Source: an optimization exercise on an open RTL-to-GDS flow (aim: a short achievable clock period and few clock cycles). Production flows keep margins and buffers that such runs may drop. Function was not checked in any run shown here: the RTL went through the layout flow alone. The flow treats the clock pin as an ideal source, which a real chip does not have. No activity file was given, so power comes from the tool's default toggle rates.

File: flow/design.v
package rt_pkg;
  typedef logic signed [31:0] fixed_t;   
  typedef struct packed {
    fixed_t z;
    fixed_t y;
    fixed_t x;
  } vec3_t;
  typedef struct packed {
    vec3_t dir;
    vec3_t orig;
  } ray_t;
  typedef struct packed {
    vec3_t v2;
    vec3_t v1;
    vec3_t v0;
  } tri_t;
  localparam int unsigned RAY_HWORDS = 12;
  localparam int unsigned CNT_HWORDS = 2;
  localparam int unsigned TRI_HWORDS = 18;
  localparam logic [1:0] IssHdr  = 2'd0;   
  localparam logic [1:0] IssWait = 2'd1;   
  localparam logic [1:0] IssTri  = 2'd2;   
  localparam logic [1:0] IssEnd  = 2'd3;   
endpackage
module avm_read_issuer #(
  parameter int unsigned MAX_PEND = 4
) (
  input  logic        clk,
  input  logic        reset,
  input  logic        load_i,         
  input  logic [31:0] load_addr_i,
  input  logic        nz_i,           
  input  logic        zero_i,         
  input  logic        cnt_i,          
  input  logic [31:0] cnt_val_i,
  input  logic        take_i,         
  input  logic        rsp_i,          
  input  logic        waitrequest_i,
  output logic        read_o,
  output logic [31:0] address_o
);
  localparam logic [5:0] SPACE = 6'(2 * rt_pkg::TRI_HWORDS);
  logic [1:0]  ph_q, ph_d;
  logic        read_q, read_d;
  logic [31:0] addr_q, addr_h, addr_n, addr_h2, addr_h4, nxt_h, nxt_n;
  logic        fix_q;                
  logic [4:0]  hw_q, hw_d;
  logic        left_one;             
  logic        dec_q, dec_d;         
  logic [2:0]  pend_q, pend_d;
  logic [5:0]  space_q, space_d;     
  logic        sdec_q, sdec_d;       
  logic [5:0]  space;                
  logic        nz_q, nz_d;           
  logic        acc;
  logic        hw_last, rec_last, nz;
  logic        can_acc, can_noacc;
  logic        pend_ok_acc, pend_ok_noacc;
  assign acc      = read_q && !waitrequest_i;
  assign hw_last  = (ph_q == rt_pkg::IssHdr) ? (hw_q == 5'd13) : (hw_q == 5'd17);
  assign rec_last = left_one;
  assign nz       = nz_q || nz_i;
  assign space    = space_q - 6'(sdec_q);
  always_comb begin
    can_acc   = 1'b0;
    can_noacc = 1'b0;
    unique case (ph_q)
      rt_pkg::IssHdr: begin
        can_acc   = !hw_last || nz;
        can_noacc = 1'b1;
      end
      rt_pkg::IssWait: begin
        can_acc   = 1'b0;
        can_noacc = nz_i;
      end
      rt_pkg::IssTri: begin
        can_acc   = !(hw_last && rec_last) && (space > 6'd1);
        can_noacc = (space != 6'd0);
      end
      default: ;
    endcase
  end
  assign pend_ok_acc   = rsp_i || (pend_q < 3'(MAX_PEND - 1));
  assign pend_ok_noacc = rsp_i || (pend_q < 3'(MAX_PEND));
  always_comb begin
    if (read_q) read_d = waitrequest_i || (can_acc && pend_ok_acc);
    else        read_d = can_noacc && pend_ok_noacc;
    ph_d    = ph_q;
    hw_d    = hw_q;
    dec_d   = 1'b0;
    space_d = space + (take_i ? 6'(rt_pkg::TRI_HWORDS) : 6'd0);
    sdec_d  = acc && (ph_q == rt_pkg::IssTri);
    pend_d  = pend_q + 3'(acc) - 3'(rsp_i);
    nz_d    = nz_q || nz_i;
    if (acc) begin
      hw_d = hw_last ? 5'd0 : hw_q + 5'd1;
      if (ph_q == rt_pkg::IssHdr && hw_last) begin
        ph_d    = nz ? rt_pkg::IssTri : rt_pkg::IssWait;
      end
      if (ph_q == rt_pkg::IssTri) begin
        if (hw_last) begin
          dec_d = 1'b1;
          if (rec_last) ph_d = rt_pkg::IssEnd;
        end
      end
    end
    if (ph_q == rt_pkg::IssWait) begin
      if (nz_i)   ph_d = rt_pkg::IssTri;
      if (zero_i) ph_d = rt_pkg::IssEnd;
    end
    if (load_i) begin
      read_d  = 1'b1;
      ph_d    = rt_pkg::IssHdr;
      hw_d    = '0;
      pend_d  = '0;
      nz_d    = 1'b0;
      space_d = SPACE;
      sdec_d  = 1'b0;
    end
  end
  always_ff @(posedge clk) begin
    if (!reset) begin
      read_q  <= 1'b0;
      ph_q    <= rt_pkg::IssEnd;
      hw_q    <= '0;
      dec_q   <= 1'b0;
      pend_q  <= '0;
      space_q <= '0;
      sdec_q  <= 1'b0;
      nz_q    <= 1'b0;
    end else begin
      read_q  <= read_d;
      ph_q    <= ph_d;
      hw_q    <= hw_d;
      dec_q   <= dec_d;
      pend_q  <= pend_d;
      space_q <= space_d;
      sdec_q  <= sdec_d;
      nz_q    <= nz_d;
    end
  end
  assign addr_h2 = addr_h + 32'd2;
  assign addr_h4 = addr_h + 32'd4;
  assign nxt_h   = fix_q ? addr_h2 : addr_n;             
  assign nxt_n   = fix_q ? addr_h4 : addr_n + 32'd2;     
  always_ff @(posedge clk) begin
    if (!reset)      addr_q <= '0;
    else if (load_i) addr_q <= load_addr_i;
    else if (acc)    addr_q <= nxt_h;
    else             addr_q <= addr_h;
  end
  always_ff @(posedge clk) begin
    if (!reset) fix_q <= 1'b0;
    else        fix_q <= load_i;
  end
  always_ff @(posedge clk) begin
    if (load_i) begin
      addr_h <= load_addr_i;
    end else if (acc) begin
      addr_h <= nxt_h;
      addr_n <= nxt_n;
    end else if (fix_q) begin
      addr_n <= addr_h2;
    end
  end
  rec_countdown u_left (
    .clk    (clk),
    .reset  (reset),
    .load_i (cnt_i),
    .val_i  (cnt_val_i),
    .dec_i  (dec_q),
    .one_o  (left_one)
  );
  assign read_o    = read_q;
  assign address_o = addr_q;
endmodule
module rec_countdown (
  input  logic        clk,
  input  logic        reset,
  input  logic        load_i,
  input  logic [31:0] val_i,
  input  logic        dec_i,
  output logic        one_o
);
  logic [15:0] lo_q, hi_q;
  logic        bp_q;                 
  logic        hz_q;                 
  always_ff @(posedge clk) begin
    if (!reset) begin
      bp_q <= 1'b0;
    end else if (load_i) begin
      bp_q <= 1'b0;
    end else if (dec_i) begin
      bp_q <= (lo_q == 16'd0);
    end else begin
      bp_q <= 1'b0;
    end
  end
  always_ff @(posedge clk) begin
    if (load_i) begin
      lo_q <= val_i[15:0];
      hi_q <= val_i[31:16];
      hz_q <= (val_i[31:16] == 16'd0);
    end else if (dec_i) begin
      lo_q <= lo_q - 16'd1;
    end else if (bp_q) begin
      hi_q <= hi_q - 16'd1;
      hz_q <= (hi_q == 16'd1);
    end
  end
  assign one_o = !bp_q && hz_q && (lo_q == 16'd1);
endmodule
module scene_fetch #(
  parameter int unsigned MAX_PEND = 4
) (
  input  logic                 clk,
  input  logic                 reset,
  input  logic                 start,
  input  logic [31:0]          base_addr,
  output logic                 avm_m0_read,
  output logic [31:0]          avm_m0_address,
  output logic [1:0]           avm_m0_byteenable,
  input  logic                 avm_m0_waitrequest,
  input  logic [15:0]          avm_m0_readdata,
  input  logic                 avm_m0_readdatavalid,
  output logic [191:0]         o_ray,
  output logic                 o_ray_valid,
  output logic [287:0]         o_tri,
  output logic [31:0]          o_tri_index,
  output logic                 o_tri_valid,
  input  logic                 i_tri_ready,
  output logic                 o_tri_last,
  output logic [31:0]          o_tri_cnt,
  output logic                 o_busy,
  output logic                 o_done
);
  logic         busy_q, done_q, done_d;
  logic         load;
  logic         rdv;
  logic [15:0]  rd;
  logic         rx_tri_q, rx_tri_d;
  logic [4:0]   rx_hw_q, rx_hw_d;
  logic [287:0] rec_q, rec_d;
  logic         full_q, full_d;      
  logic         lo_nz_q;             
  logic         h11_q, h12_q, h13_q, t17_q;
  logic         ray_ld_q, cnt_ld_q, zero_q, tri_ld_q;
  logic [191:0] ray_q, ray_h;
  logic         ray_valid_q, ray_valid_d;
  logic [31:0]  cnt_q, cnt_h;
  logic [287:0] tri_q, tri_h;
  logic         tri_valid_q, tri_valid_d;
  logic [31:0]  idx_q, idx_h;
  logic [15:0]  nxt_lo_q, nxt_hi_q;   
  logic         nxt_cp_q;             
  logic         ld_one;              
  logic         last_q, last_h;
  logic         take_q;
  logic         ray_ld, lo_rx, cnt_ld, tri_ld, rec_end, handshake, rd_nz, nz_ev, zero_ev;
  assign rdv       = avm_m0_readdatavalid;
  assign rd        = avm_m0_readdata;
  assign load      = start && !busy_q;
  assign handshake = tri_valid_q && i_tri_ready;
  assign rec_d   = rdv ? {rd, rec_q[287:16]} : rec_q;
  assign ray_ld  = rdv && h11_q;
  assign lo_rx   = rdv && h12_q;
  assign cnt_ld  = rdv && h13_q;
  assign rd_nz   = (rd != 16'd0);
  assign nz_ev   = (lo_rx || cnt_ld) && rd_nz;
  assign zero_ev = cnt_ld && !rd_nz && !lo_nz_q;
  assign rec_end = rdv && t17_q;
  assign tri_ld  = (full_q && !tri_valid_q) || (rdv && t17_q && !tri_valid_q);
  avm_read_issuer #(.MAX_PEND(MAX_PEND)) u_issuer (
    .clk           (clk),
    .reset         (reset),
    .load_i        (load),
    .load_addr_i   (base_addr),
    .nz_i          (nz_ev),
    .zero_i        (zero_ev),
    .cnt_i         (cnt_ld_q),
    .cnt_val_i     (rec_q[287:256]),
    .take_i        (take_q),
    .rsp_i         (rdv),
    .waitrequest_i (avm_m0_waitrequest),
    .read_o        (avm_m0_read),
    .address_o     (avm_m0_address)
  );
  always_comb begin
    rx_tri_d = rx_tri_q;
    rx_hw_d  = rx_hw_q;
    full_d   = full_q;
    done_d   = zero_q || (handshake && last_h);
    if (rdv) begin
      if (cnt_ld) begin
        rx_tri_d = 1'b1;
        rx_hw_d  = '0;
      end else if (rec_end) begin
        rx_hw_d  = '0;
      end else begin
        rx_hw_d  = rx_hw_q + 5'd1;
      end
    end
    if (rec_end) full_d = 1'b1;
    if (tri_ld)  full_d = 1'b0;
    if (load) begin
      rx_tri_d = 1'b0;
      rx_hw_d  = '0;
      full_d   = 1'b0;
    end
  end
  assign ray_valid_d = !load && (ray_ld_q || ray_valid_q);
  assign tri_valid_d = (tri_valid_q && !i_tri_ready) || tri_ld;
  always_ff @(posedge clk) begin
    if (!reset) begin
      busy_q      <= 1'b0;
      done_q      <= 1'b0;
      rx_tri_q    <= 1'b0;
      rx_hw_q     <= '0;
      h11_q       <= 1'b0;
      h12_q       <= 1'b0;
      h13_q       <= 1'b0;
      t17_q       <= 1'b0;
      full_q      <= 1'b0;
      ray_ld_q    <= 1'b0;
      cnt_ld_q    <= 1'b0;
      zero_q      <= 1'b0;
      tri_ld_q    <= 1'b0;
      ray_valid_q <= 1'b0;
      tri_valid_q <= 1'b0;
      take_q      <= 1'b0;
    end else begin
      busy_q      <= load || (busy_q && !done_q);
      done_q      <= done_d;
      rx_tri_q    <= rx_tri_d;
      rx_hw_q     <= rx_hw_d;
      h11_q       <= !rx_tri_d && (rx_hw_d == 5'd11);
      h12_q       <= !rx_tri_d && (rx_hw_d == 5'd12);
      h13_q       <= !rx_tri_d && (rx_hw_d == 5'd13);
      t17_q       <= rx_tri_d && (rx_hw_d == 5'd17);
      full_q      <= full_d;
      ray_ld_q    <= ray_ld;
      cnt_ld_q    <= cnt_ld;
      zero_q      <= zero_ev;
      tri_ld_q    <= tri_ld;
      ray_valid_q <= ray_valid_d;
      tri_valid_q <= tri_valid_d;
      take_q      <= handshake;
    end
  end
  always_ff @(posedge clk) begin
    rec_q <= rec_d;
    if (lo_rx) lo_nz_q <= rd_nz;
  end
  always_ff @(posedge clk) begin
    if (cnt_ld_q) begin
      nxt_lo_q <= '0;
      nxt_hi_q <= '0;
      nxt_cp_q <= 1'b0;
    end else begin
      if (tri_ld) nxt_lo_q <= nxt_lo_q + 16'd1;
      nxt_cp_q <= tri_ld && (nxt_lo_q == 16'hFFFF);
      if (nxt_cp_q) nxt_hi_q <= nxt_hi_q + 16'd1;
    end
  end
  rec_countdown u_ld_left (
    .clk    (clk),
    .reset  (reset),
    .load_i (cnt_ld_q),
    .val_i  (rec_q[287:256]),
    .dec_i  (tri_ld_q),
    .one_o  (ld_one)
  );
  always_ff @(posedge clk) begin
    if (ray_ld_q) ray_h <= rec_q[287:96];
    if (cnt_ld_q) cnt_h <= rec_q[287:256];
    if (tri_ld) begin
      tri_h  <= rec_d;
      idx_h  <= {nxt_hi_q, nxt_lo_q};
      last_h <= ld_one;
    end
  end
  always_ff @(posedge clk) begin
    if (!reset) begin
      ray_q  <= '0;
      cnt_q  <= '0;
      tri_q  <= '0;
      idx_q  <= '0;
      last_q <= 1'b0;
    end else begin
      ray_q  <= ray_ld_q ? rec_q[287:96] : ray_h;
      cnt_q  <= cnt_ld_q ? rec_q[287:256] : cnt_h;
      tri_q  <= tri_ld ? rec_d : tri_h;
      idx_q  <= tri_ld ? {nxt_hi_q, nxt_lo_q} : idx_h;
      last_q <= tri_ld ? ld_one : last_h;
    end
  end
  assign avm_m0_byteenable = 2'b11;
  assign o_ray       = ray_q;
  assign o_ray_valid = ray_valid_q;
  assign o_tri       = tri_q;
  assign o_tri_index = idx_q;
  assign o_tri_valid = tri_valid_q;
  assign o_tri_last  = last_q;
  assign o_tri_cnt   = cnt_q;
  assign o_busy      = busy_q;
  assign o_done      = done_q;
endmodule
File: flow/flow/run.sh
#!/bin/bash
# Standard ORFS layout with three changes: timing repair aims for 5.5 ns of setup slack,
# clock sinks are clustered 25 per leaf buffer within 100 um, and after CTS the buffers
# above the leaf buffers are replaced by 4 buffers that the clock port drives directly
# (flow/pre_cts.tcl). ORFS writes each step's log under orfs/logs; make's output goes to
# flow_make.log.
set -euo pipefail
bash standard.sh SETUP_SLACK_MARGIN=5.5 CTS_CLUSTER_SIZE=25 CTS_CLUSTER_DIAMETER=100 \
  PRE_CTS_TCL="$PWD/flow/pre_cts.tcl" finish > flow_make.log 2>&1
File: flow/flow/pre_cts.tcl
# Sourced by ORFS before clock tree synthesis (PRE_CTS_TCL). After TritonCTS builds the
# tree, its leaf buffers (those that drive the registers' clock pins) are kept and every
# buffer above them is replaced by 4 buffers fed straight from the clock port, each driving
# a quarter of the leaves, split by position. Registers that TritonCTS hung off an upper
# buffer get leaf buffers of their own. Every register then sees exactly two buffers.
proc my_tree_loads {net} {
  set r {}
  foreach it [$net getITerms] { if {[$it isInputSignal]} { lappend r $it } }
  return $r
}
proc my_is_clkbuf {inst} {
  return [string match "sky130_fd_sc_hd__clkbuf_*" [[$inst getMaster] getName]]
}
proc my_rebuild_clock_top {ntop topmaster} {
  set block [ord::get_db_block]
  set clknet [[$block findBTerm clk] getNet]
  # Walk the buffer tree from the port.
  set upper {}
  set leaves {}
  set dummies {}
  set orphans {}
  set front [list $clknet]
  while {[llength $front]} {
    set next {}
    foreach net $front {
      foreach it [my_tree_loads $net] {
        set inst [$it getInst]
        if {![my_is_clkbuf $inst]} {
          if {$net == $clknet} { puts "REBUILD: clk drives a non-buffer, left alone"; return }
          continue
        }
        set onet [[$inst findITerm X] getNet]
        if {$onet == "NULL"} { continue }
        set lds [my_tree_loads $onet]
        if {[llength $lds] == 0} { continue }
        set nbuf 0; set nreg 0
        foreach l $lds {
          set li [$l getInst]
          if {[my_is_clkbuf $li]} {
            set lo [[$li findITerm X] getNet]
            if {$lo == "NULL" || [llength [my_tree_loads $lo]] == 0} { lappend dummies $li } else { incr nbuf }
          } else { incr nreg }
        }
        if {$nbuf && $nreg} {
          # Registers hanging off an upper buffer move to the nearest leaf below.
          foreach l $lds { if {![my_is_clkbuf [$l getInst]]} { lappend orphans $l } }
        }
        if {$nreg && !$nbuf} { lappend leaves $inst } else { lappend upper $inst; lappend next $onet }
      }
    }
    set front $next
  }
  if {[llength $leaves] < $ntop} { puts "REBUILD: only [llength $leaves] leaves, left alone"; return }
  puts "REBUILD: [llength $upper] upper buffers, [llength $leaves] leaves, [llength $dummies] dummies"
  # Detach the leaves and the orphan registers, and delete everything above them.
  foreach l $leaves { [$l findITerm A] disconnect }
  foreach o $orphans { $o disconnect }
  set dummies [lsort -unique $dummies]
  foreach inst [concat $upper $dummies] {
    set onet [[$inst findITerm X] getNet]
    foreach it [$inst getITerms] { if {[$it getNet] != "NULL"} { $it disconnect } }
    odb::dbInst_destroy $inst
    if {$onet != "NULL" && $onet != $clknet && [llength [$onet getITerms]] == 0} { odb::dbNet_destroy $onet }
  }
  # Registers that hung off upper buffers get leaf buffers of their own, at most 20 each,
  # in strips across the die.
  set master [[ord::get_db] findMaster $topmaster]
  set opts {}
  foreach o $orphans { set b [[$o getInst] getBBox]; lappend opts [list $o [expr {([$b xMin]+[$b xMax])/2}] [expr {([$b yMin]+[$b yMax])/2}]] }
  set nol [expr {([llength $opts] + 19) / 20}]
  if {$nol > 0} {
    set nstrip [expr {int(ceil(sqrt($nol)))}]
    set sx [lsort -integer -index 1 $opts]
    set per [expr {([llength $sx] + $nstrip - 1) / $nstrip}]
    set j 0
    for {set st 0} {$st < [llength $sx]} {incr st $per} {
      set strip [lsort -integer -index 2 [lrange $sx $st [expr {$st + $per - 1}]]]
      for {set c 0} {$c < [llength $strip]} {incr c 20} {
        set grp [lrange $strip $c [expr {$c + 19}]]
        set ax 0; set ay 0
        foreach p $grp { incr ax [lindex $p 1]; incr ay [lindex $p 2] }
        set ax [expr {$ax / [llength $grp]}]; set ay [expr {$ay / [llength $grp]}]
        set inst [odb::dbInst_create $block $master "clkbuf_leafx_$j"]
        $inst setLocation [expr {$ax - [$master getWidth]/2}] [expr {$ay - [$master getHeight]/2}]
        $inst setPlacementStatus PLACED
        set net [odb::dbNet_create $block "clknet_leafx_$j"]
        $net setSigType CLOCK
        [$inst findITerm X] connect $net
        foreach p $grp { [lindex $p 0] connect $net }
        lappend leaves $inst
        incr j
      }
    }
  }
  # Split the leaves into ntop groups of equal size: halves by x, then by y.
  set pts {}
  foreach l $leaves { set b [$l getBBox]; lappend pts [list $l [expr {([$b xMin]+[$b xMax])/2}] [expr {([$b yMin]+[$b yMax])/2}]] }
  set groups [list $pts]
  set axis 1
  while {[llength $groups] < $ntop} {
    set ng {}
    foreach g $groups {
      set s [lsort -integer -index $axis $g]
      set h [expr {[llength $s]/2}]
      lappend ng [lrange $s 0 [expr {$h-1}]] [lrange $s $h end]
    }
    set groups $ng
    set axis [expr {$axis == 1 ? 2 : 1}]
  }
  set k 0
  foreach g $groups {
    set sx 0; set sy 0
    foreach p $g { incr sx [lindex $p 1]; incr sy [lindex $p 2] }
    set cx [expr {$sx / [llength $g]}]; set cy [expr {$sy / [llength $g]}]
    set inst [odb::dbInst_create $block $master "clkbuf_top_$k"]
    $inst setLocation [expr {$cx - [$master getWidth]/2}] [expr {$cy - [$master getHeight]/2}]
    $inst setPlacementStatus PLACED
    set net [odb::dbNet_create $block "clknet_top_$k"]
    $net setSigType CLOCK
    [$inst findITerm X] connect $net
    [$inst findITerm A] connect $clknet
    foreach p $g { [[lindex $p 0] findITerm A] connect $net }
    puts "REBUILD: clkbuf_top_$k drives [llength $g] leaves at ($cx, $cy)"
    incr k
  }
  puts "REBUILD: [llength $orphans] registers under upper buffers got new leaves"
}

rename clock_tree_synthesis my_orig_clock_tree_synthesis
proc clock_tree_synthesis {args} {
  my_orig_clock_tree_synthesis {*}$args
  my_rebuild_clock_top 4 sky130_fd_sc_hd__clkbuf_16
}
File: flow/standard.sh
#!/bin/bash
# synth_recipe.tcl (not shown) runs the flow's synth.tcl, then flattens the netlist and writes it again
# the make line also repeats each setting of config.mk as NAME=value (left out here)
make -C /OpenROAD-flow-scripts/flow DESIGN_CONFIG=/design/flow/config.mk WORK_HOME=/design/flow/orfs CLKGATE_MAP_FILE= SYNTH_SCRIPT=/design/flow/synth_recipe.tcl "${@:-finish}"
File: flow/config.mk
export PLATFORM = sky130hd
export DESIGN_NAME = scene_fetch
export DESIGN_NICKNAME = scene_fetch
export VERILOG_FILES = /design/flow/design.v
export SDC_FILE = /design/flow/constraint.sdc
export NUM_CORES = 4
export LEC_CHECK = 0
export ABC_CLOCK_PERIOD_IN_PS = 2500
export CAP_MARGIN = 20
export CORE_MARGIN = 2
export CORE_UTILIZATION = 40
export SETUP_SLACK_MARGIN = 5
export SLEW_MARGIN = 20
File: flow/constraint.sdc
create_clock -name core_clock -period 8.0 [get_ports {clk}]
set_input_delay 1.6000 -clock core_clock [delete_from_list [all_inputs] [get_ports {clk}]]
set_output_delay 1.6000 -clock core_clock [all_outputs]
set_load 0.01 [all_outputs]
==> results.yml, run 1 <==
run_status:
  status: "timing/DRC/antenna clean"
timing:
  clock.fmax_ghz: 0.355
  finalSetupViolations: 0
  worst_slew_margin_rel_pct: 27.9
  setup_ws_ps: 5190
  period_minus_slack_ps: 2810
  hold_violations: 0
  hold_slack_ps: 447
  min_period_over_period_pct: 35.2
  rsz0062_at_grt: "true"
  skew_ps: 38.7
  slew_violations: 0
  tns_ps: 0
  worst_pin_slew_ps: 1080
place:
  post-place-ws_ps: 3340
  gp_congestion: 0.840
  dp_cells: 7187
  portBuffers: 635
  dp_hpwl_um: 101000
grt:
  grt_pass1_vias: 38266
  antenna_found_initial: 9
  grt_use_total_pct: 26.6
  grt_start_max_net_pins: 227
  grt_first_pass_wirelength_um: 270000
  overflow: 0
detailed_routing:
  drtIter0Drc: 3114
  dr.pass1.iters: 6
  viasPerCell: 5.20
  ant_nets: 0
  via_count: 40029
  wire_per_inst_um: 25.6
  drt-total-wl_um: 197000
  remaining_drc_errors: 0
floorplanning:
  coreArea_um2: 135000
  die_area_um2: 139000
  start_util_pct: 40.2
  num_io_pins: 638
  rows: 135
  die_x_um: 372
  fp.dieH_um: 372
pwr:
  irDropWorstVdd_v: 0.000224
  p_total_uw: 16200
  p_per_area_nw_per_um2: 205
  power.leakage_uw: 0.0353
layout:
  final_cells: 7699
  drive_above_1_share_pct: 55.2
  syn_to_final_growth_pct: 45.6
  antennaDiodeCount: 0
  num-nets-final: 5991
setup_path:
  path_delay_family: "simple AND/OR/NAND/NOR gates"
  critPathMaxFanout: 4
  critPathSlowestCell: "nor4_4"
  cp_slowest_stage_delay_ps: 690
  crit_type: "primary input to register"
  r2r_setup_slack_ps: 5310
  r2r_start: "u_issuer.addr_h[22]$_DFF_P_"
  cp_cell_sequence: "buf_8, nor4_4, nand4_1, buf_6, o211a_4, o311ai_4, a32oi_1"
  path_buf_inv: 2
  worst_setup_path_end_kind: "register"
  reg2reg_to: "u_issuer.addr_n[28]$_DFFE_PN_"
  worstSetupStartpointType: "primary input"
  reg2reg_depth: 5
  arrival_ps: 3240
  cp.required_ps: 8420
logic_synthesis:
  synthArstFlopShare_pct: 0
  synth_top_area_share_pct: 56.0
  netlist_area_um2: 54300
  ys_seq_area_share_pct: 61.5
  yosysMostFrequentCell: "dfxtp_1"
  netlist_top_cells_count: "dfxtp_1, nand2_1, and2_1"
  ys_seq_elements: 1617
  yosys.cell_types.count: 77
  synth_top_flop_cell: "dfxtp_1"
  syn_inst: 5027
  synth-edff-count: 99
  synth_area_leader_cell: "dfxtp_1"
  synth_area_leaders: "dfxtp_1, mux2_2, nand2_1"
  synth_area_per_cell_um2: 10.8
  yosys_warnings: 3
worst_hold_path:
  hp-class: "register to register"
  min-delay-start: "tri_h[188]$_DFF_P_"
  whs_endpoint: "tri_h[188]$_DFF_P_"
  hold_depth: 2
clock_network:
  clk_pin_slew_ps: 100
  holdBufCountCts: 0
  clk_latency_ps: 550
  clkSinkCount: 1617
  cts_tree: "done"
  cts_buffers: 77
job:
  maxCapViolCount: 0
==> tightest hold or removal path, cell delays in order (launching register included) <==
cell     delay [ps]
dfxtp_1         310
nand2_1          50
nand2_1          50
==> through the flow <==
step / instance area, µm² / utilization (%)
2_1_floorplan: 56500 / -
3_3_place_gp: 63200 / 46.8
3_5_place_dp: 63200 / 46.8
4_1_cts: 74300 / 55.0
5_1_grt: 79000 / 58.5
6_report: 79000 / 58.5
==> worst max-delay path by stage <==
stage,slack [ps],endpoint,cells after the start,from
after floorplan,4940,u_issuer.addr_n[28]$_DFFE_PN_,6,avm_m0_waitrequest
after global placement,3360,tri_q[114]$_SDFF_PN0_,7,avm_m0_readdatavalid
after detailed placement,3340,tri_q[130]$_SDFF_PN0_,7,avm_m0_readdatavalid
after CTS,5240,u_issuer.read_q$_SDFF_PN0_,7,avm_m0_readdata[9]
after global routing,5170,u_issuer.ph_q[0]$_SDFF_PN1_,7,avm_m0_readdata[14]
final,5190,u_issuer.read_q$_SDFF_PN0_,7,avm_m0_readdata[14]
==> layout make-up, without the clock buffers <==
| cell class | count | area (µm²) |
|---|---|---|
| well taps | 1781 | 2230 |
| inverters | 39 | 199 |
| multi-input cells | 3094 | 25700 |
| plain buffers | 5 | 125 |
| repair buffers | 1077 | 14600 |
| flip-flops and latches | 1617 | 34100 |
| repair inverters | 6 | 75.1 |
| clock inverters | 12 | 203 |
| fillers | 10835 | 56100 |
==> logic make-up (layout without fill, tap and decap cells) <==
kind of cell               after synthesis  in the layout  synth area share, %
and+or+nand+nor                       2078           2084                 18.4
adders and majority gates               26             26                0.613
muxes                                  566            566                 11.7
xor gates and xnor gates               148            148                 2.39
DFF                                   1617           1617                 61.5
buffers and inverters                  323           1207                 2.28
other                                    1              2              0.00691
AOI/OAI and AO/OA                      268            268                 3.14
==> cell usage in the layout (no fill, tap or decap), types with 13 or more instances in the layout <==
cell type / count
buf_4: 81
dfxtp_1: 1037
xor2_1: 70
and4_1: 20
nor3_2: 17
nand3_1: 37
xnor2_1: 71
nor4_4: 15
nor2_4: 17
ha_1: 23
and3_1: 15
and2_4: 144
inv_1: 33
buf_12: 74
edfxtp_1: 99
clkdlybuf4s50_1: 43
o21ai_0: 30
dfxtp_2: 412
a31oi_1: 20
nand2_2: 457
mux2i_1: 24
nand2_1: 318
mux2_4: 193
buf_16: 159
and2_1: 396
nor3_1: 47
nand4_1: 44
nor2_1: 125
nand2_4: 288
buf_8: 26
a21oi_1: 42
o21ai_1: 13
a21oi_2: 46
mux2_2: 343
buf_6: 564
buf_2: 113
nor4_1: 24
clkbuf_16: 82
dfxtp_4: 69
==> report_power, final <==
group | switching, µW | internal (µW)
Clock | 2630 | 1710
Combinational | 1040 | 1140
Sequential | 856 | 8810
Total | 4520 | 11700
==> flip-flops by register name (all words and copies together) (netlist names), 3 cells and up <==
| register | count |
|---|---|
| rec_q | 288 |
| tri_h | 288 |
| tri_q | 288 |
| ray_h | 192 |
| ray_q | 192 |
| cnt_h | 32 |
| cnt_q | 32 |
| idx_h | 32 |
| idx_q | 32 |
| u_issuer.addr_h | 32 |
| u_issuer.addr_n | 32 |
| u_issuer.addr_q | 32 |
| nxt_hi_q | 16 |
| nxt_lo_q | 16 |
| u_issuer.u_left.hi_q | 16 |
| u_issuer.u_left.lo_q | 16 |
| u_ld_left.hi_q | 16 |
| u_ld_left.lo_q | 16 |
| u_issuer.space_q | 6 |
| rx_hw_q | 5 |
| u_issuer.hw_q | 5 |
| u_issuer.pend_q | 3 |
==> routing by layer <==
metal,share of wire (%),up-vias,GRT usage [%]
met4,3.6,10,7.82
met3,5.5,305,3.44
met1,43,20069,35.8
met2,48,1270,44.6
met5,0.036,-,0
li1,-,18375,-
==> what timing repair did <==
action	4_1_cts	5_1_grt
cloned	152	10
resized for setup	4256	1061
buffers inserted	183	82
pin swaps	353	362
setup endpoints to repair	1809	1280
==> run 2: changes to the inputs <==
--- a/flow/design.v
+++ b/flow/design.v
@@ -42,8 +42,7 @@
   localparam logic [5:0] SPACE = 6'(2 * rt_pkg::TRI_HWORDS);
   logic [1:0]  ph_q, ph_d;
   logic        read_q, read_d;
-  logic [31:0] addr_q, addr_h, addr_n, addr_h2, addr_h4, nxt_h, nxt_n;
-  logic        fix_q;                
+  logic [31:0] addr_q, addr_h;
   logic [4:0]  hw_q, hw_d;
   logic        left_one;             
   logic        dec_q, dec_d;         
@@ -139,29 +138,15 @@
       nz_q    <= nz_d;
     end
   end
-  assign addr_h2 = addr_h + 32'd2;
-  assign addr_h4 = addr_h + 32'd4;
-  assign nxt_h   = fix_q ? addr_h2 : addr_n;             
-  assign nxt_n   = fix_q ? addr_h4 : addr_n + 32'd2;     
   always_ff @(posedge clk) begin
     if (!reset)      addr_q <= '0;
     else if (load_i) addr_q <= load_addr_i;
-    else if (acc)    addr_q <= nxt_h;
+    else if (acc)    addr_q <= addr_h + 32'd2;
     else             addr_q <= addr_h;
   end
   always_ff @(posedge clk) begin
-    if (!reset) fix_q <= 1'b0;
-    else        fix_q <= load_i;
-  end
-  always_ff @(posedge clk) begin
-    if (load_i) begin
-      addr_h <= load_addr_i;
-    end else if (acc) begin
-      addr_h <= nxt_h;
-      addr_n <= nxt_n;
-    end else if (fix_q) begin
-      addr_n <= addr_h2;
-    end
+    if (load_i)      addr_h <= load_addr_i;
+    else if (acc)    addr_h <= addr_h + 32'd2;
   end
   rec_countdown u_left (
     .clk    (clk),
==> flow/flow/run.sh (replaced) <==
#!/bin/bash
# Standard ORFS layout with four changes: timing repair aims for 5.5 ns of setup slack;
# before detailed placement, the registers that drive output ports are moved next to their
# port buffers (flow/pre_dp.tcl); clock sinks are clustered 25 per leaf buffer within
# 100 um; and after CTS the buffers above the leaf buffers are replaced by 4 buffers that
# the clock port drives directly (flow/pre_cts.tcl). ORFS writes each step's log under
# orfs/logs; make's output goes to flow_make.log.
set -euo pipefail
bash standard.sh SETUP_SLACK_MARGIN=5.5 CTS_CLUSTER_SIZE=25 CTS_CLUSTER_DIAMETER=100 \
  PRE_DETAIL_PLACE_TCL="$PWD/flow/pre_dp.tcl" PRE_CTS_TCL="$PWD/flow/pre_cts.tcl" \
  finish > flow_make.log 2>&1
==> flow/flow/pre_dp.tcl (new file) <==
# Sourced by ORFS before detailed placement (PRE_DETAIL_PLACE_TCL). Each register whose
# output feeds only an output port's buffer is moved onto that buffer's spot, so the
# register-to-buffer wire is short; detailed placement then legalizes both.
proc my_pull_output_regs {} {
  set block [ord::get_db_block]
  set n 0
  foreach bt [$block getBTerms] {
    if {[$bt getIoType] != "OUTPUT"} { continue }
    set net [$bt getNet]
    if {$net == "NULL"} { continue }
    set drv ""
    foreach it [$net getITerms] { if {[$it isOutputSignal]} { set drv $it } }
    if {$drv == ""} { continue }
    set buf [$drv getInst]
    set ain ""
    foreach it [$buf getITerms] { if {[$it isInputSignal] && [$it getNet] != "NULL" && ![[$it getNet] isSpecial]} { set ain $it } }
    if {$ain == ""} { continue }
    set rnet [$ain getNet]
    set reg ""
    foreach it [$rnet getITerms] { if {[$it isOutputSignal]} { set reg [$it getInst] } }
    if {$reg == "" || ![string match "sky130_fd_sc_hd__*df*" [[$reg getMaster] getName]]} { continue }
    # Only registers whose output feeds nothing but the port buffer.
    set nld 0
    foreach it [$rnet getITerms] { if {[$it isInputSignal]} { incr nld } }
    if {$nld != 1} { continue }
    set bl [$buf getLocation]
    $reg setLocation [lindex $bl 0] [lindex $bl 1]
    incr n
  }
  puts "PULL: moved $n output registers next to their port buffers"
}
my_pull_output_regs
==> results.yml, run 2 <==
layout:
  design_area_um2: 65200
  layout.cells.most_common_list: "dfxtp_1, nand2_1, mux2_2"
  final_cells: 6900
  num-nets-final: 5316
  biggestRegsByFlops: "rec_q x288, tri_h x288, tri_q x288"
  syn_to_final_growth_pct: 28.7
  drive_above_1_share_pct: 42.7
  multiInputGateArea_um2: 18800
  final-seq-area_um2: 32900
  final_core_util_pct: 51.9
  fill_cells: 10875
  mostFrequentLayoutCell: "dfxtp_1"
setup_path:
  setup.worst_path.end: "u_issuer.read_q$_SDFF_PN0_"
  worst_setup_path_end_kind: "register"
  critPathMaxFanout: 2
  reg2reg_to: "ray_q[180]$_SDFF_PN0_"
  arrival_ps: 3430
  r2r_start: "ray_ld_q$_SDFF_PN0_"
  worstSetupStartpointType: "primary input"
  startpoint: "avm_m0_readdata[10]"
  crit_type: "primary input to register"
  cp.required_ps: 8440
  reg2reg_depth: 3
  r2r_setup_slack_ps: 5630
detailed_routing:
  drtIter0Drc: 2152
  drt-total-wl_um: 162000
  remaining_drc_errors: 0
  dr.pass1.iters: 5
  wire_per_inst_um: 23.5
  viasPerCell: 4.80
  ant_nets: 0
  via_count: 33129
logic_synthesis:
  syn_inst: 4575
  synth_area_per_cell_um2: 11.1
  yosysMostFrequentCell: "dfxtp_1"
  synth_top_flop_cell: "dfxtp_1"
  yosys_warnings: 3
  netlist_area_um2: 50700
  synth_area_leader_cell: "dfxtp_1"
  synthArstFlopShare_pct: 0
  ys_seq_elements: 1584
  synth_area_leaders: "dfxtp_1, mux2_2, nand2_1"
  netlist_top_cells_count: "dfxtp_1, nand2_1, and2_1"
  synth-edff-count: 67
  synth_top_area_share_pct: 59.9
  yosys.cell_types.count: 67
  ys_seq_area_share_pct: 63.9
clock_network:
  clk_pin_slew_ps: 100
  holdBufCountCts: 0
  cts_buffers: 76
  clk_latency_ps: 540
  clkSinkCount: 1584
  cts_tree: "done"
timing:
  skew_ps: 39.4
  finalSetupViolations: 0
  worst_pin_slew_ps: 1070
  period_minus_slack_ps: 2990
  worst_slew_margin_rel_pct: 28.9
  hold_slack_ps: 443
  rsz0062_at_grt: "true"
  clock.fmax_ghz: 0.334
  tns_ps: 0
  min_period_over_period_pct: 37.4
  slew_violations: 0
  hold_violations: 0
grt:
  grt_pass1_vias: 32443
  grt_use_total_pct: 22.1
  grt_start_max_net_pins: 119
  grt_first_pass_wirelength_um: 216000
  antenna_found_initial: 15
  overflow: 0
floorplanning:
  start_util_pct: 40.3
  fp.dieH_um: 360
  coreArea_um2: 126000
  num_io_pins: 638
  rows: 130
  die_area_um2: 130000
  die_x_um: 360
pwr:
  p_per_area_nw_per_um2: 223
  irDropWorstVdd_v: 0.000181
  power.leakage_uw: 0.0286
place:
  dp_cells: 6655
  gp_congestion: 0.787
  placed_area_um2: 59100
  dp_hpwl_um: 92000
  portBuffers: 635
worst_hold_path:
  hp-class: "register to register"
job:
  maxCapViolCount: 0
run_status:
  status: "timing/DRC/antenna clean"
==> run 2: cell types whose count changed in the layout (fill, tap and decap cells not counted), moves of 66 or more <==
| cell | before | now |
|---|---|---|
| and2_4 | 144 | 76 |
| buf_16 | 159 | 33 |
| buf_6 | 564 | 426 |
| dfxtp_1 | 1037 | 1109 |
| mux2_2 | 343 | 509 |
| mux2_4 | 193 | 15 |
| nand2_4 | 288 | 43 |
| buf_2 | 113 | 179 |
| nand2_1 | 318 | 727 |
| nand2_2 | 457 | 261 |
==> run 2: routing by layer <==
metal	vias to the layer above	part of all wire [%]	routed length (µm)	GRT usage (%)
met5	-	0.045	73	0
met4	14	3.6	5770	7.67
met2	750	45	72500	35.2
li1	16087	-	-	-
met3	224	6.0	9670	4.79
met1	16054	46	74000	29.5
==> run 2: final cells by class, without the clock buffers <==
class | count | share of cell area (%)
diodes | 1 | 0.00384
multi-input cells | 2728 | 28.8
inverters | 38 | 0.238
plain buffers | 5 | 0.192
well taps | 1650 | 3.16
clock inverters | 15 | 0.272
repair buffers | 812 | 14.3
flip-flops and latches | 1584 | 50.4
==> run 2: worst min path at each step <==
stage | to | cells after the start | slack [ps] | startpoint
floorplan | zero_q$_SDFF_PN0_ | 1 | 410 | lo_nz_q$_DFFE_PP_
finish | tri_h[184]$_DFF_P_ | 2 | 440 | tri_h[184]$_DFF_P_
CTS | tri_h[195]$_DFF_P_ | 2 | 450 | tri_h[195]$_DFF_P_
global placement | tri_h[78]$_DFF_P_ | 2 | 420 | tri_h[78]$_DFF_P_
detailed placement | tri_h[195]$_DFF_P_ | 2 | 420 | tri_h[195]$_DFF_P_
global route | tri_h[90]$_DFF_P_ | 2 | 470 | tri_h[90]$_DFF_P_
==> run 2: repair_timing <==
item / 4_1_cts / 5_1_grt
gates cloned: 28 / 64
gates resized for setup: 3153 / 580
setup buffers: 32 / 33
endpoints found under the setup margin: 1746 / 895
pin swaps: 27 / 51
==> run 2: logic make-up after synthesis <==
family / after synthesis / share of synthesized area, %
muxes: 529 / 11.7
AOI/OAI and AO/OA: 177 / 1.95
other: 1 / 0.00740
DFF: 1584 / 63.9
xor gates and xnor gates: 118 / 2.04
and+or+nand+nor: 1876 / 17.6
buffers and inverters: 266 / 2.12
adders and majority gates: 24 / 0.607
==> run 2: metrics by stage <==
stage,total power [µW],setup slack [ps]
2_1_floorplan,9810,5090
3_3_place_gp,10400,3470
3_5_place_dp,10400,3340
4_1_cts,14600,4940
5_1_grt,15100,4900
6_report,14600,5010
==> run 2: report_power, final <==
group | total, µW | internal, µW | switching, µW
Sequential | 9220 | 8570 | 647
Clock | 4200 | 1650 | 2550
Combinational | 1140 | 638 | 504
==> run 2: critical path, cell delays in order <==
cell and delay [ps]:
clkdlybuf4s50_1 510, nor4_4 210, nand4_1 210, a2111o_1 440, a22oi_1 200, o221ai_1 120
o211a_1 130
==> run 3: changes to the inputs <==
--- a/flow/design.v
+++ b/flow/design.v
@@ -229,7 +229,7 @@
   logic         full_q, full_d;      
   logic         lo_nz_q;             
   logic         h11_q, h12_q, h13_q, t17_q;
-  logic         ray_ld_q, cnt_ld_q, zero_q, tri_ld_q;
+  logic         ray_ld_q, cnt_ld_q, zero_q, nz_q, tri_ld_q;
   logic [191:0] ray_q, ray_h;
   logic         ray_valid_q, ray_valid_d;
   logic [31:0]  cnt_q, cnt_h;
@@ -260,8 +260,8 @@
     .reset         (reset),
     .load_i        (load),
     .load_addr_i   (base_addr),
-    .nz_i          (nz_ev),
-    .zero_i        (zero_ev),
+    .nz_i          (nz_q),
+    .zero_i        (zero_q),
     .cnt_i         (cnt_ld_q),
     .cnt_val_i     (rec_q[287:256]),
     .take_i        (take_q),
@@ -309,6 +309,7 @@
       ray_ld_q    <= 1'b0;
       cnt_ld_q    <= 1'b0;
       zero_q      <= 1'b0;
+      nz_q        <= 1'b0;
       tri_ld_q    <= 1'b0;
       ray_valid_q <= 1'b0;
       tri_valid_q <= 1'b0;
@@ -326,6 +327,7 @@
       ray_ld_q    <= ray_ld;
       cnt_ld_q    <= cnt_ld;
       zero_q      <= zero_ev;
+      nz_q        <= nz_ev;
       tri_ld_q    <= tri_ld;
       ray_valid_q <= ray_valid_d;
       tri_valid_q <= tri_valid_d;
==> results.yml, run 3 <==
run_status:
  status: "timing/DRC/antenna clean"
detailed_routing:
  drtIter0Drc: 2252
  dr.pass1.iters: 5
  wire_per_inst_um: 24.4
  drt-total-wl_um: 169000
  ant_nets: 0
  via_count: 34251
  viasPerCell: 4.94
  remaining_drc_errors: 0
pwr:
  power.leakage_uw: 0.0300
  p_total_uw: 14800
  p_per_area_nw_per_um2: 219
  sw_frac_of_total_pct: 26.3
  switching_power_uw: 3890
  power_frac_seq_pct: 62.5
  irDropWorstVdd_v: 0.000200
  p_comb_share_pct: 8.7
  p_int_uw: 10900
  p_clk_share_pct: 28.8
worst_hold_path:
  min-delay-start: "lo_nz_q$_DFFE_PP_"
  hold_depth: 1
  whs_endpoint: "zero_q$_SDFF_PN0_"
  hp-class: "register to register"
setup_path:
  worstSetupStartpointType: "primary input"
  cp_cell_sequence: "buf_16, a21oi_4, buf_6, nor2_4, buf_12, buf_12, buf_16, buf_16, nand2_4, nand2_2, and2_4"
  r2r_start: "cnt_ld_q$_SDFF_PN0_"
  crit_type: "primary input to register"
  critPathMaxFanout: 8
  reg2reg_to: "u_ld_left.hz_q$_DFFE_PP_"
  path_delay_family: "buffers and inverters"
  arrival_ps: 3080
  r2r_setup_slack_ps: 5600
  reg2reg_depth: 6
  cp.required_ps: 8420
  path_common_cell: "buf_16"
  worst_setup_path_end_kind: "register"
  path_buf_inv: 6
  critPathSlowestCell: "a21oi_4"
  cp_slowest_stage_delay_ps: 180
timing:
  worst_pin_slew_ps: 851
  period_minus_slack_ps: 2670
  min_period_over_period_pct: 33.3
  clock.fmax_ghz: 0.375
  hold_slack_ps: 410
  hold_violations: 0
  rsz0062_at_grt: "true"
  tns_ps: 0
  worst_slew_margin_rel_pct: 43.3
  finalSetupViolations: 0
  skew_ps: 43.8
  slew_violations: 0
logic_synthesis:
  yosys_warnings: 3
  syn_inst: 4586
  synth_top_area_share_pct: 59.8
  yosys.cell_types.count: 60
  yosysMostFrequentCell: "dfxtp_1"
  synth_area_per_cell_um2: 11.1
  synth_area_leader_cell: "dfxtp_1"
  synth_top_flop_cell: "dfxtp_1"
  netlist_area_um2: 50800
  netlist_top_cells_count: "dfxtp_1, nand2_1, mux2_2"
  synthArstFlopShare_pct: 0
  ys_seq_area_share_pct: 63.8
  synth-edff-count: 67
  synth_area_leaders: "dfxtp_1, mux2_2, nand2_1"
  ys_seq_elements: 1585
job:
  maxCapViolCount: 0
clock_network:
  clk_latency_ps: 540
  clkSinkCount: 1585
  holdBufCountCts: 0
  cts_buffers: 75
  clk_pin_slew_ps: 100
  cts_tree: "done"
layout:
  layout.cells.most_common_list: "dfxtp_1, nand2_1, mux2_2"
  final_core_util_pct: 53.7
  drive_above_1_share_pct: 47.0
  mostFrequentLayoutCell: "dfxtp_1"
  syn_to_final_growth_pct: 32.9
  biggestRegsByFlops: "rec_q x288, tri_h x288, tri_q x288"
  num-nets-final: 5357
place:
  portBuffers: 635
  gp_congestion: 0.784
  dp_hpwl_um: 91900
floorplanning:
  die_x_um: 360
  coreArea_um2: 126000
  start_util_pct: 40.4
  die_area_um2: 130000
  fp.dieH_um: 360
  rows: 130
  num_io_pins: 638
grt:
  grt_pass1_vias: 33515
  grt_start_max_net_pins: 110
  overflow: 0
  grt_use_total_pct: 23.9
  antenna_found_initial: 8
  grt_first_pass_wirelength_um: 231000
## run 3: cell types whose count changed in the layout (fill, tap and decap cells not counted), moves of 23 or more
| cell | change |
|---|---|
| nand2_1 | -105 |
| buf_2 | -23 |
| and2_1 | -77 |
| mux2_2 | +31 |
| and2_4 | +77 |
| nand2_4 | +138 |
| nand2_2 | -36 |
| buf_6 | +24 |
| buf_16 | +36 |
## run 3: layout make-up, without the clock buffers
type | count | area (µm²)
diodes | 1 | 2.50
plain buffers | 5 | 125
clock inverters | 13 | 213
fillers | 10746 | 58300
inverters | 31 | 121
multi-input cells | 2742 | 20200
flip-flops and latches | 1585 | 33000
well taps | 1650 | 2060
repair buffers | 846 | 10200
## run 3: cells by family after synthesis
family	count (synthesis)	share of synthesized area (%)
xor+xnor	111	1.91
buf+inv	262	1.95
mux	553	12.2
simple gates	1879	17.5
other cells	1	0.00738
flops	1585	63.8
fa+ha+maj	24	0.606
compound gates	171	1.97
## run 3: power groups by stage
stage / Combinational (µW) / Clock, µW / Sequential, µW
final: 1290 / 4260 / 9230
after global routing: 1380 / 4630 / 9290
after CTS: 1150 / 4350 / 9210
after detailed placement: 1030 / 0 / 9390
after global placement: 1000 / 0 / 9390
after floorplan: 817 / 0 / 9020
## run 3: what timing repair did
action	in CTS	in global routing
cloned	64	36
buffers inserted	61	23
pin swaps	50	116
setup endpoints to repair	1680	831
gates resized for setup	3390	803
## run 3: stage by stage
step           cell area (µm²)  worst slack (ps)  cells
3_5_place_dp             59100              3070   6670
2_1_floorplan            52100              5090   4587
3_3_place_gp             59100              3230   6670
6_report                 67600              5330   6939
4_1_cts                  63800              5330   6879
5_1_grt                  67500              5330   6938
## run 3: worst register-to-register path, delay by kind of cell (launching register included)
family | cells | cell delay, ps
AOI/OAI and AO/OA | 1 | 210
buffers and inverters | 2 | 540
DFF | 1 | 590
and+or+nand+nor | 3 | 920
## run 3: how the worst max path moves through the flow
stage	from	end	slack (ps)	depth (start not counted)
final	avm_m0_readdatavalid	tri_q[28]$_SDFF_PN0_	5330	11
after detailed placement	avm_m0_readdatavalid	tri_q[281]$_SDFF_PN0_	3070	7
after global routing	avm_m0_readdatavalid	tri_q[188]$_SDFF_PN0_	5330	11
after CTS	u_issuer.read_q$_SDFF_PN0_	avm_m0_read	5330	1
after floorplan	avm_m0_readdatavalid	h12_q$_SDFF_PN0_	5090	6
after global placement	avm_m0_readdatavalid	tri_q[181]$_SDFF_PN0_	3230	7
## run 3: metal layers
metal	vias to the layer above	global-route usage, %	part of all wire, %
met5	-	0	0
met4	0	7.44	3.1
met3	206	5.59	6.0
met2	862	37.8	45
met1	16937	32.4	46
li1	16246	-	-
==> run 4: changes to the inputs <==
--- a/flow/design.v
+++ b/flow/design.v
@@ -42,9 +42,9 @@
   localparam logic [5:0] SPACE = 6'(2 * rt_pkg::TRI_HWORDS);
   logic [1:0]  ph_q, ph_d;
   logic        read_q, read_d;
-  logic [31:0] addr_q, addr_h;
+  logic [31:0] addr_q;
   logic [4:0]  hw_q, hw_d;
-  logic        left_one;             
+  logic [31:0] left_q;               
   logic        dec_q, dec_d;         
   logic [2:0]  pend_q, pend_d;
   logic [5:0]  space_q, space_d;     
@@ -57,7 +57,7 @@
   logic        pend_ok_acc, pend_ok_noacc;
   assign acc      = read_q && !waitrequest_i;
   assign hw_last  = (ph_q == rt_pkg::IssHdr) ? (hw_q == 5'd13) : (hw_q == 5'd17);
-  assign rec_last = left_one;
+  assign rec_last = (left_q == 32'd1);
   assign nz       = nz_q || nz_i;
   assign space    = space_q - 6'(sdec_q);
   always_comb begin
@@ -139,62 +139,14 @@
     end
   end
   always_ff @(posedge clk) begin
-    if (!reset)      addr_q <= '0;
-    else if (load_i) addr_q <= load_addr_i;
-    else if (acc)    addr_q <= addr_h + 32'd2;
-    else             addr_q <= addr_h;
+    if (load_i)      addr_q <= load_addr_i;
+    else if (acc)    addr_q <= addr_q + 32'd2;
+    if (cnt_i)       left_q <= cnt_val_i;
+    else if (dec_q)  left_q <= left_q - 32'd1;
   end
-  always_ff @(posedge clk) begin
-    if (load_i)      addr_h <= load_addr_i;
-    else if (acc)    addr_h <= addr_h + 32'd2;
-  end
-  rec_countdown u_left (
-    .clk    (clk),
-    .reset  (reset),
-    .load_i (cnt_i),
-    .val_i  (cnt_val_i),
-    .dec_i  (dec_q),
-    .one_o  (left_one)
-  );
   assign read_o    = read_q;
   assign address_o = addr_q;
 endmodule
-module rec_countdown (
-  input  logic        clk,
-  input  logic        reset,
-  input  logic        load_i,
-  input  logic [31:0] val_i,
-  input  logic        dec_i,
-  output logic        one_o
-);
-  logic [15:0] lo_q, hi_q;
-  logic        bp_q;                 
-  logic        hz_q;                 
-  always_ff @(posedge clk) begin
-    if (!reset) begin
-      bp_q <= 1'b0;
-    end else if (load_i) begin
-      bp_q <= 1'b0;
-    end else if (dec_i) begin
-      bp_q <= (lo_q == 16'd0);
-    end else begin
-      bp_q <= 1'b0;
-    end
-  end
-  always_ff @(posedge clk) begin
-    if (load_i) begin
-      lo_q <= val_i[15:0];
-      hi_q <= val_i[31:16];
-      hz_q <= (val_i[31:16] == 16'd0);
-    end else if (dec_i) begin
-      lo_q <= lo_q - 16'd1;
-    end else if (bp_q) begin
-      hi_q <= hi_q - 16'd1;
-      hz_q <= (hi_q == 16'd1);
-    end
-  end
-  assign one_o = !bp_q && hz_q && (lo_q == 16'd1);
-endmodule
 module scene_fetch #(
   parameter int unsigned MAX_PEND = 4
 ) (
@@ -229,17 +181,15 @@
   logic         full_q, full_d;      
   logic         lo_nz_q;             
   logic         h11_q, h12_q, h13_q, t17_q;
-  logic         ray_ld_q, cnt_ld_q, zero_q, nz_q, tri_ld_q;
-  logic [191:0] ray_q, ray_h;
+  logic         ray_ld_q, cnt_ld_q, zero_q, tri_ld_q;
+  logic [191:0] ray_q;
   logic         ray_valid_q, ray_valid_d;
-  logic [31:0]  cnt_q, cnt_h;
-  logic [287:0] tri_q, tri_h;
+  logic [31:0]  cnt_q;
+  logic [287:0] tri_q;
   logic         tri_valid_q, tri_valid_d;
-  logic [31:0]  idx_q, idx_h;
-  logic [15:0]  nxt_lo_q, nxt_hi_q;   
-  logic         nxt_cp_q;             
-  logic         ld_one;              
-  logic         last_q, last_h;
+  logic [31:0]  idx_q, ld_q;         
+  logic [31:0]  ld_left_q;           
+  logic         last_q;
   logic         take_q;
   logic         ray_ld, lo_rx, cnt_ld, tri_ld, rec_end, handshake, rd_nz, nz_ev, zero_ev;
   assign rdv       = avm_m0_readdatavalid;
@@ -260,8 +210,8 @@
     .reset         (reset),
     .load_i        (load),
     .load_addr_i   (base_addr),
-    .nz_i          (nz_q),
-    .zero_i        (zero_q),
+    .nz_i          (nz_ev),
+    .zero_i        (zero_ev),
     .cnt_i         (cnt_ld_q),
     .cnt_val_i     (rec_q[287:256]),
     .take_i        (take_q),
@@ -274,7 +224,7 @@
     rx_tri_d = rx_tri_q;
     rx_hw_d  = rx_hw_q;
     full_d   = full_q;
-    done_d   = zero_q || (handshake && last_h);
+    done_d   = zero_q || (handshake && last_q);
     if (rdv) begin
       if (cnt_ld) begin
         rx_tri_d = 1'b1;
@@ -309,7 +259,6 @@
       ray_ld_q    <= 1'b0;
       cnt_ld_q    <= 1'b0;
       zero_q      <= 1'b0;
-      nz_q        <= 1'b0;
       tri_ld_q    <= 1'b0;
       ray_valid_q <= 1'b0;
       tri_valid_q <= 1'b0;
@@ -327,7 +276,6 @@
       ray_ld_q    <= ray_ld;
       cnt_ld_q    <= cnt_ld;
       zero_q      <= zero_ev;
-      nz_q        <= nz_ev;
       tri_ld_q    <= tri_ld;
       ray_valid_q <= ray_valid_d;
       tri_valid_q <= tri_valid_d;
@@ -336,49 +284,20 @@
   end
   always_ff @(posedge clk) begin
     rec_q <= rec_d;
-    if (lo_rx) lo_nz_q <= rd_nz;
-  end
-  always_ff @(posedge clk) begin
+    if (lo_rx)    lo_nz_q <= rd_nz;
+    if (ray_ld_q) ray_q   <= rec_q[287:96];
     if (cnt_ld_q) begin
-      nxt_lo_q <= '0;
-      nxt_hi_q <= '0;
-      nxt_cp_q <= 1'b0;
-    end else begin
-      if (tri_ld) nxt_lo_q <= nxt_lo_q + 16'd1;
-      nxt_cp_q <= tri_ld && (nxt_lo_q == 16'hFFFF);
-      if (nxt_cp_q) nxt_hi_q <= nxt_hi_q + 16'd1;
+      cnt_q     <= rec_q[287:256];
+      ld_q      <= '0;
+      ld_left_q <= rec_q[287:256];
+    end else if (tri_ld_q) begin
+      ld_q      <= ld_q + 32'd1;
+      ld_left_q <= ld_left_q - 32'd1;
     end
-  end
-  rec_countdown u_ld_left (
-    .clk    (clk),
-    .reset  (reset),
-    .load_i (cnt_ld_q),
-    .val_i  (rec_q[287:256]),
-    .dec_i  (tri_ld_q),
-    .one_o  (ld_one)
-  );
-  always_ff @(posedge clk) begin
-    if (ray_ld_q) ray_h <= rec_q[287:96];
-    if (cnt_ld_q) cnt_h <= rec_q[287:256];
     if (tri_ld) begin
-      tri_h  <= rec_d;
-      idx_h  <= {nxt_hi_q, nxt_lo_q};
-      last_h <= ld_one;
-    end
-  end
-  always_ff @(posedge clk) begin
-    if (!reset) begin
-      ray_q  <= '0;
-      cnt_q  <= '0;
-      tri_q  <= '0;
-      idx_q  <= '0;
-      last_q <= 1'b0;
-    end else begin
-      ray_q  <= ray_ld_q ? rec_q[287:96] : ray_h;
-      cnt_q  <= cnt_ld_q ? rec_q[287:256] : cnt_h;
-      tri_q  <= tri_ld ? rec_d : tri_h;
-      idx_q  <= tri_ld ? {nxt_hi_q, nxt_lo_q} : idx_h;
-      last_q <= tri_ld ? ld_one : last_h;
+      tri_q  <= rec_d;
+      idx_q  <= ld_q;
+      last_q <= (ld_left_q == 32'd1);
     end
   end
   assign avm_m0_byteenable = 2'b11;
==> flow/flow/run.sh (replaced) <==
#!/bin/bash
# Standard ORFS layout with four changes: timing repair aims for 5.5 ns of setup slack;
# before detailed placement, the registers that drive output ports are moved next to their
# port buffers (flow/pre_dp.tcl); clock sinks are clustered 25 per leaf buffer within
# 100 um; and the clock tree's root buffer is removed after CTS (flow/pre_cts.tcl) so the
# clock port drives the 4 first-level buffers directly. ORFS writes each step's log under
# orfs/logs; make's output goes to flow_make.log.
set -euo pipefail
bash standard.sh SETUP_SLACK_MARGIN=5.5 CTS_CLUSTER_SIZE=25 CTS_CLUSTER_DIAMETER=100 \
  PRE_DETAIL_PLACE_TCL="$PWD/flow/pre_dp.tcl" PRE_CTS_TCL="$PWD/flow/pre_cts.tcl" \
  finish > flow_make.log 2>&1
==> flow/flow/pre_cts.tcl (replaced) <==
proc my_remove_clock_root {} {
  set block [ord::get_db_block]
  set port [$block findBTerm clk]
  set net [$port getNet]
  set loads {}
  foreach it [$net getITerms] { if {[$it isInputSignal]} { lappend loads $it } }
  if {[llength $loads] != 1} { puts "ROOTRM: clk has [llength $loads] loads, left alone"; return }
  set root [[lindex $loads 0] getInst]
  set master [[$root getMaster] getName]
  if {![string match "sky130_fd_sc_hd__clkbuf_*" $master]} { puts "ROOTRM: root is $master, left alone"; return }
  set rname [$root getName]
  set onet [[$root findITerm X] getNet]
  set sinks {}
  foreach it [$onet getITerms] { if {[$it getInst] != $root} { lappend sinks $it } }
  if {[llength $sinks] > 4 || [llength [$onet getBTerms]] > 0} { puts "ROOTRM: root drives [llength $sinks] cells, left alone"; return }
  foreach it $sinks { $it disconnect; $it connect $net }
  [$root findITerm A] disconnect
  [$root findITerm X] disconnect
  odb::dbInst_destroy $root
  odb::dbNet_destroy $onet
  puts "ROOTRM: removed root buffer $rname; clk now drives [llength $sinks] buffers"
}

rename clock_tree_synthesis my_orig_clock_tree_synthesis
proc clock_tree_synthesis {args} {
  my_orig_clock_tree_synthesis {*}$args
  my_remove_clock_root
}
==> results.yml, run 4 <==
floorplanning:
  coreArea_um2: 85300
  rows: 107
  num_io_pins: 638
  start_util_pct: 40.4
  die_x_um: 297
  fp.dieH_um: 297
  die_area_um2: 88500
grt:
  grtUsageMet2_pct: 36.6
  grt_use_total_pct: 20.8
  grt_first_pass_wirelength_um: 138000
  antenna_found_initial: 10
  grt_pass1_vias: 19624
  overflow: 0
  met1_usage_pct: 26.7
  grt_start_max_net_pins: 78
  busiest_layer: "met2"
  grtUsageMet3_pct: 4.04
layout:
  fill_cells: 7200
  drive_above_1_share_pct: 40.6
  design_area_um2: 42500
  multiInputGateArea_um2: 7910
  final_core_util_pct: 49.9
  final-seq-area_um2: 26500
  mostFrequentLayoutCell: "edfxtp_1"
  biggestRegsByFlops: "rec_q x288, tri_q x288, ray_q x192"
  antennaDiodeCount: 0
  syn_to_final_growth_pct: 23.5
  layout.cells.most_common_list: "edfxtp_1, buf_2, dfxtp_1"
  num-nets-final: 2834
pwr:
  irDropWorstVdd_v: 0.000153
  power.leakage_uw: 0.0161
  p_per_area_nw_per_um2: 253
logic_synthesis:
  synth_top_area_share_pct: 56.0
  synth_area_leaders: "edfxtp_1, dfxtp_1, mux2_2"
  synth-edff-count: 642
  netlist_top_cells_count: "edfxtp_1, dfxtp_1, mux2_2"
  ys_seq_elements: 1002
  yosys_warnings: 2
  ys_seq_area_share_pct: 76.9
  netlist_area_um2: 34400
  synth_area_leader_cell: "edfxtp_1"
  synth_top_flop_cell: "edfxtp_1"
  yosys.cell_types.count: 57
  synthArstFlopShare_pct: 0
  synth_area_per_cell_um2: 16.8
  yosysMostFrequentCell: "edfxtp_1"
  syn_inst: 2052
detailed_routing:
  viasPerCell: 5.01
  wire_per_inst_um: 24.5
  ant_nets: 0
  remaining_drc_errors: 0
  via_count: 19767
  dr.pass1.iters: 5
  drtIter0Drc: 1195
  drt-total-wl_um: 96700
place:
  placed_area_um2: 42200
  dp_hpwl_um: 64900
  portBuffers: 635
  gp_congestion: 0.843
setup_path:
  cp.required_ps: 8310
  critPathMaxFanout: 3
  worst_setup_path_end_kind: "register"
  arrival_ps: 3010
  critPathSlowestCell: "nor4_4"
  worstSetupStartpointType: "primary input"
  cp_cell_sequence: "buf_8, nor4_4, nand4_1, a21oi_2, buf_4, buf_6, or4_1, o211ai_1"
  cp_slowest_stage_delay_ps: 420
  crit_type: "primary input to register"
clock_network:
  clk_latency_ps: 440
  cts_tree: "done"
  clkSinkCount: 1002
  clk_pin_slew_ps: 100
  cts_buffers: 46
timing:
  slew_violations: 0
  period_minus_slack_ps: 2700
  skew_ps: 16.5
  worst_slew_margin_rel_pct: 34.7
  clock.fmax_ghz: 0.371
  tns_ps: 0
  worst_pin_slew_ps: 979
  finalSetupViolations: 0
  rsz0062_at_grt: "true"
  hold_violations: 0
  min_period_over_period_pct: 33.7
worst_hold_path:
  hp-class: "register to register"
job:
  maxCapViolCount: 0
run_status:
  status: "timing/DRC/antenna clean"
[run 4: cell count changes after synthesis, sizes merged, moves of 56 or more]
cell and change:
nand2 -955, clkbuf -157, a21oi -56, dfxtp -1158
mux2 -220, and2 -531, edfxtp +575
[run 4: area by class of cell]
| cell class | instances | share of cell area [%] |
|---|---|---|
| clock inverters | 4 | 0.124 |
| flip-flops and latches | 1002 | 62.3 |
| clock buffers | 81 | 3.11 |
| repair buffers | 725 | 12.1 |
| inverters | 29 | 0.332 |
| repair inverters | 2 | 0.0529 |
| well taps | 1144 | 3.36 |
| multi-input cells | 957 | 18.6 |
[run 4: path summary, 6_finish.rpt]
check	startpoint	to	slack, ps	cells past startpoint
worst min-delay path	ld_q[31]$_SDFFE_PP0P_	idx_q[31]$_DFFE_PP_	450	0
worst max-delay path	avm_m0_readdata[0]	u_issuer.ph_q[1]$_SDFF_PN1_	5300	8
worst max register to register	ld_left_q[2]$_DFFE_PP_	ld_left_q[19]$_DFFE_PP_	5650	5
worst min register to register	ld_q[31]$_SDFFE_PP0P_	idx_q[31]$_DFFE_PP_	450	0
[run 4: routing by layer]
metal  part of all wire, %  routed length (µm)
met2                    51               49300
met4                   2.1                2020
met5                     0                   0
met1                    41               39900
met3                   5.7                5490
[run 4: timing repair]
item / in CTS / in global routing
pin swaps: 16 / 14
hold buffers: 0 / 0
gates cloned: 10 / 7
gates resized for setup: 2553 / 118
setup buffers: 55 / 11
endpoints found under the setup margin: 1630 / 695
[run 4: worst max-delay path, delay by kind of cell]
| kind | cells | cell delay (ps) |
|---|---|---|
| buffers and inverters | 3 | 350 |
| AO/OA/AOI/OAI | 2 | 330 |
| AND/OR/NAND/NOR | 3 | 730 |
[run 4: cells by family after synthesis]
logic type,synth area share [%]
fa+ha+maj,0.676
other cells,0.0109
mux,10.8
xor+xnor,2.95
flops,76.9
compound gates,1.72
buf+inv,1.07
simple gates,5.82
[run 4: through the flow]
step                      hold WS [ps]  worst slack (ps)  power, µW  std cells
after floorplan                    407               903       7490       2053
after global placement             426              3770       7930       3776
after detailed placement           432              3630       8100       3776
after CTS                          448              5290      10800       3926
after global routing               466              5270      11200       3944
final                              446              5300      10800       3944
[run 4: power by group]
| part | switching, µW | leakage, µW | internal [µW] |
|---|---|---|---|
| combinational | 507 | 0.00638 | 601 |
| sequential | 573 | 0.00908 | 6390 |
| clock | 1560 | 0.000655 | 1150 |

-- re-timing with driven ports --
In the flow no input, the clock included, has a driving cell. The finished layouts below were timed again as built, in two steps. Step 1, drivers: a clkbuf_16 drives clk and a buf_2 each remaining input, both assumed. Step 2 times the ports against the registers' clock, not the clock port: input delays grow and output delays shrink by t, the midpoint of the rising clock arrivals with the driver on. a / b / c = ideal ports / drivers / drivers and shift; a / b = the first two.
run	t, ns	slack for setup (ns)	clock arrival spread, ns
run 1	0.705	5.185 / 5.110 / 4.483	0.044 / 0.044
run 2	0.683	5.009 / 5.097 / 4.413	0.042 / 0.041
run 3	0.696	5.332 / 5.195 / 4.525	0.046 / 0.046
run 4	0.544	5.303 / 5.211 / 4.705	0.019 / 0.018
After both steps setup and hold are still met in every run listed. The setup slack of run 3, which loses most, moves by -0.137 ns with the drivers and by -0.807 ns with both steps.
